What follows belongs to an exercise in optimizing a design on an open flow for small area and a short achievable clock period; a production flow would make more cautious choices. Function not checked in this run: the RTL went through the layout flow alone. No activity file was given, so power comes from the tool's default toggle rates. The flow treats the clock pin as an ideal source, which a real chip does not have.

[design.v]
package mpi_pkg;
  localparam int flit_w = 32;
  typedef logic [flit_w-1:0] flit_t;
  typedef logic [31:0]       bus_addr_t;
  typedef enum logic [1:0] {
    sel_fifo,
    sel_ctrl,
    sel_other
  } reg_sel_t;
  localparam logic [2:0] ctrl_class     = 3'b111;
  localparam int         ctrl_class_lsb = 24;
  localparam int         ctrl_src_lsb   = 27;
  localparam int         ctrl_dst_lsb   = 19;
  localparam int         ctrl_reply_bit  = 0;
  localparam int         ctrl_enable_bit = 1;
  function automatic integer size_w_f(input integer depth);
    size_w_f = $clog2(depth + 1);
    if (size_w_f < 1) begin
      size_w_f = 1;
    end
  endfunction
endpackage
`timescale 1ns/10ps
module mpi_packet_buffer #(
  parameter bit rel_marks = 1'b0
) (
  input  logic        clk,
  input  logic        rst,
  input  logic        push,
  input  logic [31:0] push_flit,
  input  logic        push_last,
  input  logic        pop,
  output logic [31:0] head_flit,
  output logic        head_last,
  output logic        full,
  output logic        full_nxt,
  output logic [14:0] ring_last
);
  localparam int ring_n = 15;
  logic [31:0]       mem [ring_n];
  logic [ring_n-1:0] last_mem;
  logic [3:0]        wr_ptr;
  logic [ring_n-1:0] rd_hot;
  logic [4:0]        count;
  logic              ring_busy;
  logic              head_used;
  logic              head_from_ring;
  logic              head_from_push;
  logic              ring_push;
  logic [31:0]       ring_flit;
  logic              ring_flit_last;
  assign full      = count[4];
  assign full_nxt  = rst ? 1'b0
                   : (count[4] && !pop) || ((count == 5'd15) && push && !pop);
  assign head_used = (count != 5'd0);
  assign ring_busy = (count[4:1] != 4'd0);
  assign head_from_ring = pop && ring_busy;
  assign head_from_push = push && (!head_used || (pop && !ring_busy));
  assign ring_push      = push && !head_from_push;
  always_comb begin
    ring_flit = 32'd0;
    for (int i = 0; i < ring_n; i++) begin
      ring_flit = ring_flit | ({32{rd_hot[i]}} & mem[i]);
    end
  end
  generate
    if (rel_marks) begin : g_rel
      logic [ring_n-1:0] rel_last;
      logic [ring_n:0]   fill_in;
      logic [ring_n:0]   upd;
      always_comb begin
        for (int j = 0; j < ring_n; j++) begin
          fill_in[j] = (count <= 5'(j + 1));
          upd[j]     = fill_in[j] ? push_last : rel_last[j];
        end
        fill_in[ring_n] = 1'b1;
        upd[ring_n]     = push_last;
      end
      always_ff @(posedge clk) begin
        for (int j = 0; j < ring_n; j++) begin
          rel_last[j] <= head_from_ring ? upd[j + 1] : upd[j];
        end
      end
      assign ring_flit_last = rel_last[0];
      assign ring_last      = rel_last;
    end else begin : g_abs
      always_ff @(posedge clk) begin
        for (int i = 0; i < ring_n; i++) begin
          if ((wr_ptr == 4'(i)) && !full) begin
            last_mem[i] <= push_last;
          end
        end
      end
      always_comb begin
        ring_flit_last = 1'b0;
        for (int i = 0; i < ring_n; i++) begin
          ring_flit_last = ring_flit_last | (rd_hot[i] & last_mem[i]);
        end
      end
      assign ring_last = '0;
    end
  endgenerate
  always_ff @(posedge clk) begin
    if (!head_used || pop) begin
      head_flit <= ring_busy ? ring_flit : push_flit;
      head_last <= ring_busy ? ring_flit_last : push_last;
    end
  end
  always_ff @(posedge clk) begin
    for (int i = 0; i < ring_n; i++) begin
      if ((wr_ptr == 4'(i)) && !full) begin
        mem[i] <= push_flit;
      end
    end
  end
  always_ff @(posedge clk) begin
    if (rst) begin
      wr_ptr <= 4'd0;
      rd_hot <= ring_n'(1);
      count  <= 5'd0;
    end else begin
      if (ring_push) begin
        wr_ptr <= (wr_ptr == 4'(ring_n - 1)) ? 4'd0 : wr_ptr + 4'd1;
      end
      if (head_from_ring) begin
        rd_hot <= {rd_hot[ring_n-2:0], rd_hot[ring_n-1]};
      end
      case ({push, pop})
        2'b10:   count <= count + 5'd1;
        2'b01:   count <= count - 5'd1;
        default: count <= count;
      endcase
    end
  end
endmodule
`timescale 1ns/10ps
module mpi_rx_reader (
  input  logic        clk,
  input  logic        rst,
  input  logic        push,
  input  logic [31:0] push_flit,
  input  logic        push_last,
  input  logic        rd_en,
  output logic        full,
  output logic        irq,
  output logic        in_pkt,
  output logic [31:0] rd_data
);
  localparam int ring_n = 16;
  logic [31:0]       mem [ring_n];
  logic [3:0]        wr_ptr;
  logic [ring_n-1:0] rd_hot;
  logic [ring_n-1:0] rel_last;
  logic [4:0]        fill;
  logic [4:0]        pkts;
  logic [3:0]        in_len;
  logic              rd_flit;
  logic              rd_last;
  logic              ring_full;
  logic              take;
  logic              done;
  logic              pop;
  logic              pkt_end;
  logic [31:0]       ring_flit;
  logic [3:0]        next_size;
  logic              load;
  logic              load_flit;
  logic [4:0]        load_size;
  assign full      = fill[4];
  assign in_pkt    = (in_len != 4'd0);
  assign ring_full = fill[4] && !rd_flit;
  assign done      = push && push_last;
  assign pop       = rd_en && rd_flit;
  assign pkt_end   = pop && rd_last;
  assign take      = rd_en && (rd_flit ? !rd_last : irq);
  always_comb begin
    ring_flit = 32'd0;
    for (int i = 0; i < ring_n; i++) begin
      ring_flit = ring_flit | ({32{rd_hot[i]}} & mem[i]);
    end
  end
  always_comb begin
    next_size = 4'd0;
    for (int i = ring_n - 2; i >= 0; i--) begin
      if (rel_last[i]) next_size = 4'(i + 1);
    end
  end
  always_comb begin
    load_flit = take;
    load_size = 5'd0;
    load      = 1'b0;
    if (rst) begin
      load      = 1'b1;
      load_flit = 1'b0;
    end else if (take) begin
      load      = 1'b1;
    end else if (pkt_end) begin
      load      = 1'b1;
      if (pkts[4:1] != 4'd0) begin
        load_size = {1'b0, next_size};
      end else if (done) begin
        load_size = {1'b0, in_len} + 5'd1;
      end
    end else if (done && !irq) begin
      load      = 1'b1;
      load_size = {1'b0, in_len} + 5'd1;
    end
  end
  always_ff @(posedge clk) begin
    if (load) begin
      rd_data <= load_flit ? ring_flit : {27'd0, load_size};
      rd_last <= rel_last[0];
    end
  end
  always_ff @(posedge clk) begin
    for (int i = 0; i < ring_n; i++) begin
      if ((wr_ptr == 4'(i)) && !ring_full) begin
        mem[i] <= push_flit;
      end
    end
  end
  logic [ring_n:0] fill_in;
  logic [ring_n:0] upd;
  always_comb begin
    for (int j = 0; j < ring_n; j++) begin
      fill_in[j] = rd_flit ? (fill <= 5'(j + 1)) : (fill <= 5'(j));
      upd[j]     = fill_in[j] ? push_last : rel_last[j];
    end
    fill_in[ring_n] = 1'b1;
    upd[ring_n]     = push_last;
  end
  always_ff @(posedge clk) begin
    for (int j = 0; j < ring_n; j++) begin
      rel_last[j] <= take ? upd[j + 1] : upd[j];
    end
  end
  always_ff @(posedge clk) begin
    if (rst) begin
      wr_ptr  <= 4'd0;
      rd_hot  <= ring_n'(1);
      fill    <= 5'd0;
      pkts    <= 5'd0;
      in_len  <= 4'd0;
      rd_flit <= 1'b0;
      irq     <= 1'b0;
    end else begin
      if (push) begin
        wr_ptr <= wr_ptr + 4'd1;
        in_len <= push_last ? 4'd0 : in_len + 4'd1;
      end
      if (take) begin
        rd_hot <= {rd_hot[ring_n-2:0], rd_hot[ring_n-1]};
      end
      case ({push, pop})
        2'b10:   fill <= fill + 5'd1;
        2'b01:   fill <= fill - 5'd1;
        default: fill <= fill;
      endcase
      case ({done, pkt_end})
        2'b10: begin
          pkts <= pkts + 5'd1;
          irq  <= 1'b1;
        end
        2'b01: begin
          pkts <= pkts - 5'd1;
          irq  <= (pkts != 5'd1);
        end
        default: ;
      endcase
      if (rd_en) begin
        if (!rd_flit) begin
          rd_flit <= irq;
        end else if (rd_last) begin
          rd_flit <= 1'b0;
        end
      end
    end
  end
endmodule
`timescale 1ns/10ps
module mpi_endpoint #(
  parameter int buf_depth = 16
) (
  input  logic               clk,
  input  logic               rst,
  output mpi_pkg::flit_t     noc_out_flit,
  output logic               noc_out_last,
  output logic               noc_out_valid,
  input  logic               noc_out_ready,
  input  mpi_pkg::flit_t     noc_in_flit,
  input  logic               noc_in_last,
  input  logic               noc_in_valid,
  output logic               noc_in_ready,
  input  mpi_pkg::bus_addr_t bus_addr,
  input  logic               bus_we,
  input  logic               bus_en,
  input  mpi_pkg::flit_t     bus_data_in,
  output mpi_pkg::flit_t     bus_data_out,
  output logic               bus_ack,
  output logic               bus_err,
  output logic               irq
);
  logic slot_fifo;
  logic slot_ctrl;
  assign slot_fifo = (bus_addr[5:2] == 4'h0);
  assign slot_ctrl = (bus_addr[5:2] == 4'h1);
  logic fifo_wr;
  logic fifo_rd;
  assign fifo_wr = bus_en && bus_we && slot_fifo;
  assign fifo_rd = bus_en && !bus_we && slot_fifo;
  logic enabled;
  logic        tx_push;
  logic        tx_pop;
  logic [31:0] tx_head;
  logic        tx_head_last;
  logic        tx_full;
  logic [4:0]  tx_pkts;
  logic        tx_have;
  logic        tx_in_pkt;
  logic        fr_busy;
  logic [4:0]  fr_rem;
  logic        fr_last;
  assign fr_last = (fr_rem == 5'd1);
  assign tx_push = fifo_wr && fr_busy && !tx_full;
  logic        fr_busy_nxt;
  logic [4:0]  fr_rem_nxt;
  always_comb begin
    fr_busy_nxt = fr_busy;
    fr_rem_nxt  = fr_rem;
    if (fifo_wr) begin
      if (!fr_busy) begin
        fr_rem_nxt  = bus_data_in[4:0];
        fr_busy_nxt = (bus_data_in[4:0] != 5'd0);
      end else if (!tx_full) begin
        fr_rem_nxt  = fr_rem - 5'd1;
        fr_busy_nxt = !fr_last;
      end
    end
  end
  logic        tx_full_nxt;
  logic        wr_block;
  always_ff @(posedge clk) begin
    if (rst) begin
      fr_busy  <= 1'b0;
      fr_rem   <= 5'd0;
      wr_block <= 1'b0;
    end else begin
      fr_busy  <= fr_busy_nxt;
      fr_rem   <= fr_rem_nxt;
      wr_block <= fr_busy_nxt && tx_full_nxt;
    end
  end
  mpi_packet_buffer u_tx_buffer (
    .clk       (clk),
    .rst       (rst),
    .push      (tx_push),
    .push_flit (bus_data_in),
    .push_last (fr_last),
    .pop       (tx_pop),
    .head_flit (tx_head),
    .head_last (tx_head_last),
    .full      (tx_full),
    .full_nxt  (tx_full_nxt),
    .ring_last ()
  );
  logic        rx_push;
  logic        rx_full;
  logic        rx_in_pkt;
  logic [31:0] rx_rd_data;
  logic        pending;
  logic        is_req;
  logic        take_req;
  logic        send_reply;
  logic [4:0]  reply_src;
  logic [22:0] reply_mid;
  assign is_req = !rx_in_pkt && noc_in_last
               && (noc_in_flit[26:24] == 3'b111) && !noc_in_flit[0];
  assign noc_in_ready = !pending && !rx_full;
  assign rx_push      = noc_in_valid && noc_in_ready && !is_req;
  assign take_req     = noc_in_valid && noc_in_ready && is_req;
  always_ff @(posedge clk) begin
    if (!pending) begin
      reply_src <= noc_in_flit[23:19];
      reply_mid <= {noc_in_flit[31:27], noc_in_flit[18:2], enabled};
    end
  end
  mpi_rx_reader u_rx_reader (
    .clk       (clk),
    .rst       (rst),
    .push      (rx_push),
    .push_flit (noc_in_flit),
    .push_last (noc_in_last),
    .rd_en     (fifo_rd),
    .full      (rx_full),
    .irq       (irq),
    .in_pkt    (rx_in_pkt),
    .rd_data   (rx_rd_data)
  );
  assign tx_pop        = tx_have && !send_reply && noc_out_ready;
  assign noc_out_last  = send_reply || tx_head_last;
  assign noc_out_flit  = send_reply
                       ? {reply_src, 3'b111, reply_mid[22:18], reply_mid[17:1], reply_mid[0], 1'b1}
                       : tx_head;
  assign bus_err      = bus_en && !slot_fifo && !slot_ctrl;
  assign bus_ack      = bus_en && (slot_ctrl || (slot_fifo && !(bus_we && wr_block)));
  assign bus_data_out = bus_addr[2] ? {30'd0, noc_out_valid, irq} : rx_rd_data;
  logic       pending_nxt;
  logic       tx_in_pkt_nxt;
  logic [4:0] tx_pkts_nxt;
  logic       tx_have_nxt;
  always_comb begin
    pending_nxt = pending;
    if (take_req) begin
      pending_nxt = 1'b1;
    end else if (send_reply && noc_out_ready) begin
      pending_nxt = 1'b0;
    end
    tx_in_pkt_nxt = tx_pop ? !tx_head_last : tx_in_pkt;
    case ({tx_push && fr_last, tx_pop && tx_head_last})
      2'b10: begin
        tx_pkts_nxt = tx_pkts + 5'd1;
        tx_have_nxt = 1'b1;
      end
      2'b01: begin
        tx_pkts_nxt = tx_pkts - 5'd1;
        tx_have_nxt = (tx_pkts != 5'd1);
      end
      default: begin
        tx_pkts_nxt = tx_pkts;
        tx_have_nxt = tx_have;
      end
    endcase
  end
  always_ff @(posedge clk) begin
    if (rst) begin
      enabled       <= 1'b0;
      pending       <= 1'b0;
      tx_in_pkt     <= 1'b0;
      tx_pkts       <= 5'd0;
      send_reply    <= 1'b0;
      tx_have       <= 1'b0;
      noc_out_valid <= 1'b0;
    end else begin
      if (bus_en && bus_we && slot_ctrl) begin
        enabled <= 1'b1;
      end
      pending       <= pending_nxt;
      tx_in_pkt     <= tx_in_pkt_nxt;
      tx_pkts       <= tx_pkts_nxt;
      send_reply    <= pending_nxt && !tx_in_pkt_nxt;
      tx_have       <= tx_have_nxt;
      noc_out_valid <= (pending_nxt && !tx_in_pkt_nxt) || tx_have_nxt;
    end
  end
endmodule
[flow/run.sh]
#!/bin/bash
# Standard ORFS layout (the standard.sh and synthesis script) with these changes:
#  - port buffers are buf_2 cells instead of the default delay cells,
#  - resizing may change a cell's footprint,
#  - clock tree from clkbuf_16 cells in larger sink clusters, without dummy loads,
#  - the slow three- and four-input OR/NOR cells are added to the platform's don't-use list.
# make's full output goes to flow_make.log in this folder; ORFS keeps each
# step's log under orfs/logs/.
set -euo pipefail
export BUFFER_PORTS_ARGS="-buffer_cell sky130_fd_sc_hd__buf_2"
export CTS_ARGS="-sink_clustering_enable -repair_clock_nets -dont_use_dummy_load -buf_list {sky130_fd_sc_hd__clkbuf_16} -sink_clustering_size 30 -sink_clustering_max_diameter 150"
platform_dont_use="sky130_fd_sc_hd__probe_p_8 sky130_fd_sc_hd__probec_p_8 sky130_fd_sc_hd__lpflow_bleeder_1 sky130_fd_sc_hd__lpflow_clkbufkapwr_1 sky130_fd_sc_hd__lpflow_clkbufkapwr_16 sky130_fd_sc_hd__lpflow_clkbufkapwr_2 sky130_fd_sc_hd__lpflow_clkbufkapwr_4 sky130_fd_sc_hd__lpflow_clkbufkapwr_8 sky130_fd_sc_hd__lpflow_clkinvkapwr_1 sky130_fd_sc_hd__lpflow_clkinvkapwr_16 sky130_fd_sc_hd__lpflow_clkinvkapwr_2 sky130_fd_sc_hd__lpflow_clkinvkapwr_4 sky130_fd_sc_hd__lpflow_clkinvkapwr_8 sky130_fd_sc_hd__lpflow_decapkapwr_12 sky130_fd_sc_hd__lpflow_decapkapwr_3 sky130_fd_sc_hd__lpflow_decapkapwr_4 sky130_fd_sc_hd__lpflow_decapkapwr_6 sky130_fd_sc_hd__lpflow_decapkapwr_8 sky130_fd_sc_hd__lpflow_inputiso0n_1 sky130_fd_sc_hd__lpflow_inputiso0p_1 sky130_fd_sc_hd__lpflow_inputiso1n_1 sky130_fd_sc_hd__lpflow_inputiso1p_1 sky130_fd_sc_hd__lpflow_inputisolatch_1 sky130_fd_sc_hd__lpflow_isobufsrc_1 sky130_fd_sc_hd__lpflow_isobufsrc_16 sky130_fd_sc_hd__lpflow_isobufsrc_2 sky130_fd_sc_hd__lpflow_isobufsrc_4 sky130_fd_sc_hd__lpflow_isobufsrc_8 sky130_fd_sc_hd__lpflow_isobufsrckapwr_16 sky130_fd_sc_hd__lpflow_lsbuf_lh_hl_isowell_tap_1 sky130_fd_sc_hd__lpflow_lsbuf_lh_hl_isowell_tap_2 sky130_fd_sc_hd__lpflow_lsbuf_lh_hl_isowell_tap_4 sky130_fd_sc_hd__lpflow_lsbuf_lh_isowell_4 sky130_fd_sc_hd__lpflow_lsbuf_lh_isowell_tap_1 sky130_fd_sc_hd__lpflow_lsbuf_lh_isowell_tap_2 sky130_fd_sc_hd__lpflow_lsbuf_lh_isowell_tap_4"
slow4=""
for c in or3 or3b nor3 nor3b or4 or4b or4bb nor4 nor4b nor4bb; do
  for d in 1 2 4; do slow4="$slow4 sky130_fd_sc_hd__${c}_${d}"; done
done
bash standard.sh MATCH_CELL_FOOTPRINT=0 "DONT_USE_CELLS=$platform_dont_use$slow4" finish > flow_make.log 2>&1
[standard.sh]
#!/bin/bash
# synth_recipe.tcl (not shown) runs the flow's synth.tcl, then flattens the netlist and writes it again
# the make line also repeats each setting of config.mk as NAME=value (left out here)
make -C /OpenROAD-flow-scripts/flow DESIGN_CONFIG=/design/flow/config.mk WORK_HOME=/design/flow/orfs CLKGATE_MAP_FILE= SYNTH_SCRIPT=/design/flow/synth_recipe.tcl "${@:-finish}"
[config.mk]
export PLATFORM = sky130hd
export DESIGN_NAME = mpi_endpoint
export DESIGN_NICKNAME = mpi_endpoint
export VERILOG_FILES = /design/flow/design.v
export SDC_FILE = /design/flow/constraint.sdc
export NUM_CORES = 4
export LEC_CHECK = 0
export CAP_MARGIN = 20
export CORE_MARGIN = 2
export CORE_UTILIZATION = 65
export SETUP_SLACK_MARGIN = 2.95
export SLEW_MARGIN = 20
[constraint.sdc]
create_clock -name core_clock -period 6.0 [get_ports {clk}]
set_input_delay 1.2000 -clock core_clock [delete_from_list [all_inputs] [get_ports {clk}]]
set_output_delay 1.2000 -clock core_clock [all_outputs]
set_load 0.01 [all_outputs]
==> impl_metrics.ini <==
[clock_tree]
cts_root_buf = clkbuf_16
cts_made_buffers = 45
cts_tree = yes
htreeDepth = 2
clockBufferDepth = 3
cts_sinks = 1195
clk_latency_ns = 0.64
clkTransAtPathRegs_ns = 0.11

[setup_path]
cp_top_family = buffers and inverters
crit_buf_inv = 3
worst_r2r_path_depth = 4
critPathLaunch = bus_addr[2]
cp_cell_sequence = buf_16 > buf_12 > mux2_4 > buf_6
endpoint_kind = output pin
reg2reg_slack_ns = 3.35
r2r_start = u_rx_reader.rd_flit
rr_endpoint = u_rx_reader.mem[11][31]
crit_path_end = bus_data_out[1]
crit_path_top_delay_cell = mux2_4
max_stage_delay_ns = 0.31
worstPathRequired_ns = 4.80
critPathKind = in2out
worstPathArrival_ns = 1.93
crit_path_start_kind = input pin
path_max_fanout = 5
crit_cells = 4

[synth]
avgSynthCellArea_um2 = 17.0
ys_warn_count = 5
synth_cells = 2634
synthesis.area_um2 = 44800
yosysSeqAreaShare_pct = 78.0
synth_cell_types = 66
dominantRegCellSynth = edfxtp_1
synth_fp_nets = 2766
yosys_register_bits = 1195
synth_edf_count = 1102
ys_async_sr_fraction_pct = 0

[timing]
period_needed_ns = 3.13
whs_ns = 0.447
period_share_pct = 52.1
fmax_ghz = 0.320
setup_violations = 0
slew_viol_final = 0
setup_tns_ns = 0
slew-limit-headroom_pct = 14.2
rsz0062_at_grt = yes
finalHoldViolCount = 0
tightestPinTransition_ns = 1.29
fin_skew_ns = 0.0396

[detailed_routing]
wl_per_cell_um = 32.9
viasPerCell = 7.10
first_pass_iters = 6
drt_wl_total_um = 119000
vias = 25700
drc_errors = 0
route.antenna.remaining_nets = 0
drt_iter0_drc = 3270

[global_routing]
grt_usage_pct = 33.3
grt_pass1_vias = 25000
grtUsageMet3_pct = 4.46
grt_max_degree = 68
grt_busiest_layer = met2
antenna_found_initial = 9
grt_util_met1_pct = 45.0
grt_overflow = 0
met2_usage_pct = 56.2
grt_pass1_wl_um = 169000

[floorplanning]
start_util_pct = 65.4
coreArea_um2 = 68500
num_rows = 96
io_pins = 173
die-area_um2 = 71000
die_x_um = 267
die_y_um = 267

[cells_and_area]
layout-drive-gt1-share_pct = 14.3
finalNetCount = 2861
area_growth_pct = 7.64
finish.instance_area_um2 = 48200
final_cell_mix = 1102 x edfxtp_1, 171 x a22o_1, 169 x a221oi_1
stdcell_count = 3611
layout_commonest_cell = edfxtp_1

[placement]
portBuffers = 144
postPlaceCellArea_um2 = 46700
dp_hpwl_um = 62000
dp.cells = 3547
routabilityCongestion = 0.845

[min_path]
min_path_type = reg2reg

[power]
p_total_uw = 13400
ir_worst_vdd_uv = 359
leakagePower_uw = 0.0152
p_per_area_nw_per_um2 = 279

[flow_run]
max_cap_viol_count = 0

[status]
status = no timing/DRC/antenna violations
==> cell usage after synthesis, drive strengths merged, types with 4 or more instances <==
master / count / area, um2
nand2b: 10 / 62.6
a22o: 171 / 1500
mux2i: 51 / 510
dfxtp: 93 / 1860
ha: 28 / 350
nor2: 150 / 563
a22oi: 122 / 916
buf: 43 / 249
mux2: 30 / 338
o21ai: 20 / 100
xor2: 8 / 70.1
nand4b: 5 / 43.8
inv: 37 / 139
a21oi: 49 / 249
nand2: 84 / 323
and3: 68 / 425
o211ai: 5 / 37.5
or2: 11 / 68.8
a222oi: 33 / 330
clkbuf: 136 / 510
a211oi: 6 / 50.1
a31oi: 32 / 200
and2: 8 / 50.1
edfxtp: 1102 / 33100
a41oi: 35 / 307
nand3b: 5 / 50.1
xnor2: 14 / 123
a221oi: 169 / 1480
nand3: 16 / 85.1
nor2b: 39 / 246
nand4: 8 / 50.1
o22ai: 5 / 31.3
o31ai: 4 / 30.0
==> layer usage <==
metal  part of all wire [%]  vias to the layer above
li1                       -                    10800
met1                     37                    13200
met2                     50                     1330
met3                    8.8                      254
met4                    4.2                        6
met5                  0.030                        -
==> registers in the layout, indices dropped and copies added, names as in the netlist, 4 cells and up <==
register / count
fr_rem: 5
u_rx_reader.fill: 5
u_rx_reader.mem: 512
u_tx_buffer.count: 5
u_tx_buffer.rd_hot: 15
u_tx_buffer.head_flit: 32
u_rx_reader.rd_data: 32
reply_src: 5
tx_pkts: 5
u_rx_reader.rd_hot: 16
u_rx_reader.pkts: 5
u_rx_reader.rel_last: 16
u_tx_buffer.last_mem: 15
u_rx_reader.in_len: 4
reply_mid: 23
u_rx_reader.wr_ptr: 4
u_tx_buffer.wr_ptr: 4
u_tx_buffer.mem: 480
==> worst min-delay path by stage <==
stage               startpoint      endpoint  slack, ns  cells past startpoint
floorplan              enabled  reply_mid[0]       0.41                      0
global placement       enabled  reply_mid[0]       0.42                      0
detailed placement     enabled  reply_mid[0]       0.43                      0
CTS                    enabled  reply_mid[0]       0.45                      0
global route           enabled  reply_mid[0]       0.46                      0
finish                 enabled  reply_mid[0]       0.45                      0
==> through the flow <==
step	setup slack, ns	util [%]
final	2.87	70.4
after global routing	2.86	70.4
after CTS	2.83	70.2
after detailed placement	2.00	68.2
after global placement	2.12	68.2
after floorplan	2.91	-
==> kinds of logic (layout without fill, tap and decap cells) <==
family / Yosys count / after routing / synth area share [%]
compound gates: 681 / 681 / 12.3
xor+xnor: 22 / 22 / 0.430
fa+ha+maj: 29 / 29 / 0.827
buf+inv: 216 / 309 / 2.01
flops: 1195 / 1195 / 78.0
mux: 81 / 81 / 1.89
other cells: 0 / 2 / 0
simple gates: 410 / 410 / 4.56
==> area by class of cell <==
type,instances,area (um2)
Sequential cell,1195,35000
Fill cell,4379,20200
Multi-Input combinational cell,1223,9320
Timing Repair Buffer,227,1550
Clock buffer,45,1130
Tap cell,882,1100
Inverter,37,139
Antenna cell,2,5.00
==> repair_timing <==
action / in CTS / in global routing
endpoints found under the setup margin: 85 / 34
hold buffers: 0 / 0
cloned: 2 / 0
buffers inserted: 12 / 3
resized for setup: 32 / 22
pin swaps: 4 / 1
==> power by group <==
| part | total, uW | leakage, uW | switching (uW) | internal [uW] |
|---|---|---|---|---|
| clock network | 3630 | 0.000555 | 2270 | 1360 |
| registers | 9290 | 0.0109 | 68.3 | 9220 |
| logic | 516 | 0.00373 | 338 | 178 |

## separate check: timing with driven ports
The results above use ideal ports. As a check the final layout listed here was re-extracted and re-timed, cells and wires unchanged. Step 1, drivers: a clkbuf_16 drives clk and a buf_2 each remaining input, both assumed. Step 2, shift: input delay + t, output delay - t, t = (earliest + latest rising clock arrival at the registers) / 2. This alone moves slack from input paths to output paths. Slacks: ideal ports / drivers / drivers and shift; pairs: ideal ports / drivers.
t (ns): 0.682
slack for setup (ns): 2.874 / 2.702 / 2.265
worst slew at a driven data input, ns: 0.17
After both steps this run still meets setup and hold. For this run, drivers alone change the setup slack by -0.172 ns; drivers and shift together by -0.609 ns.
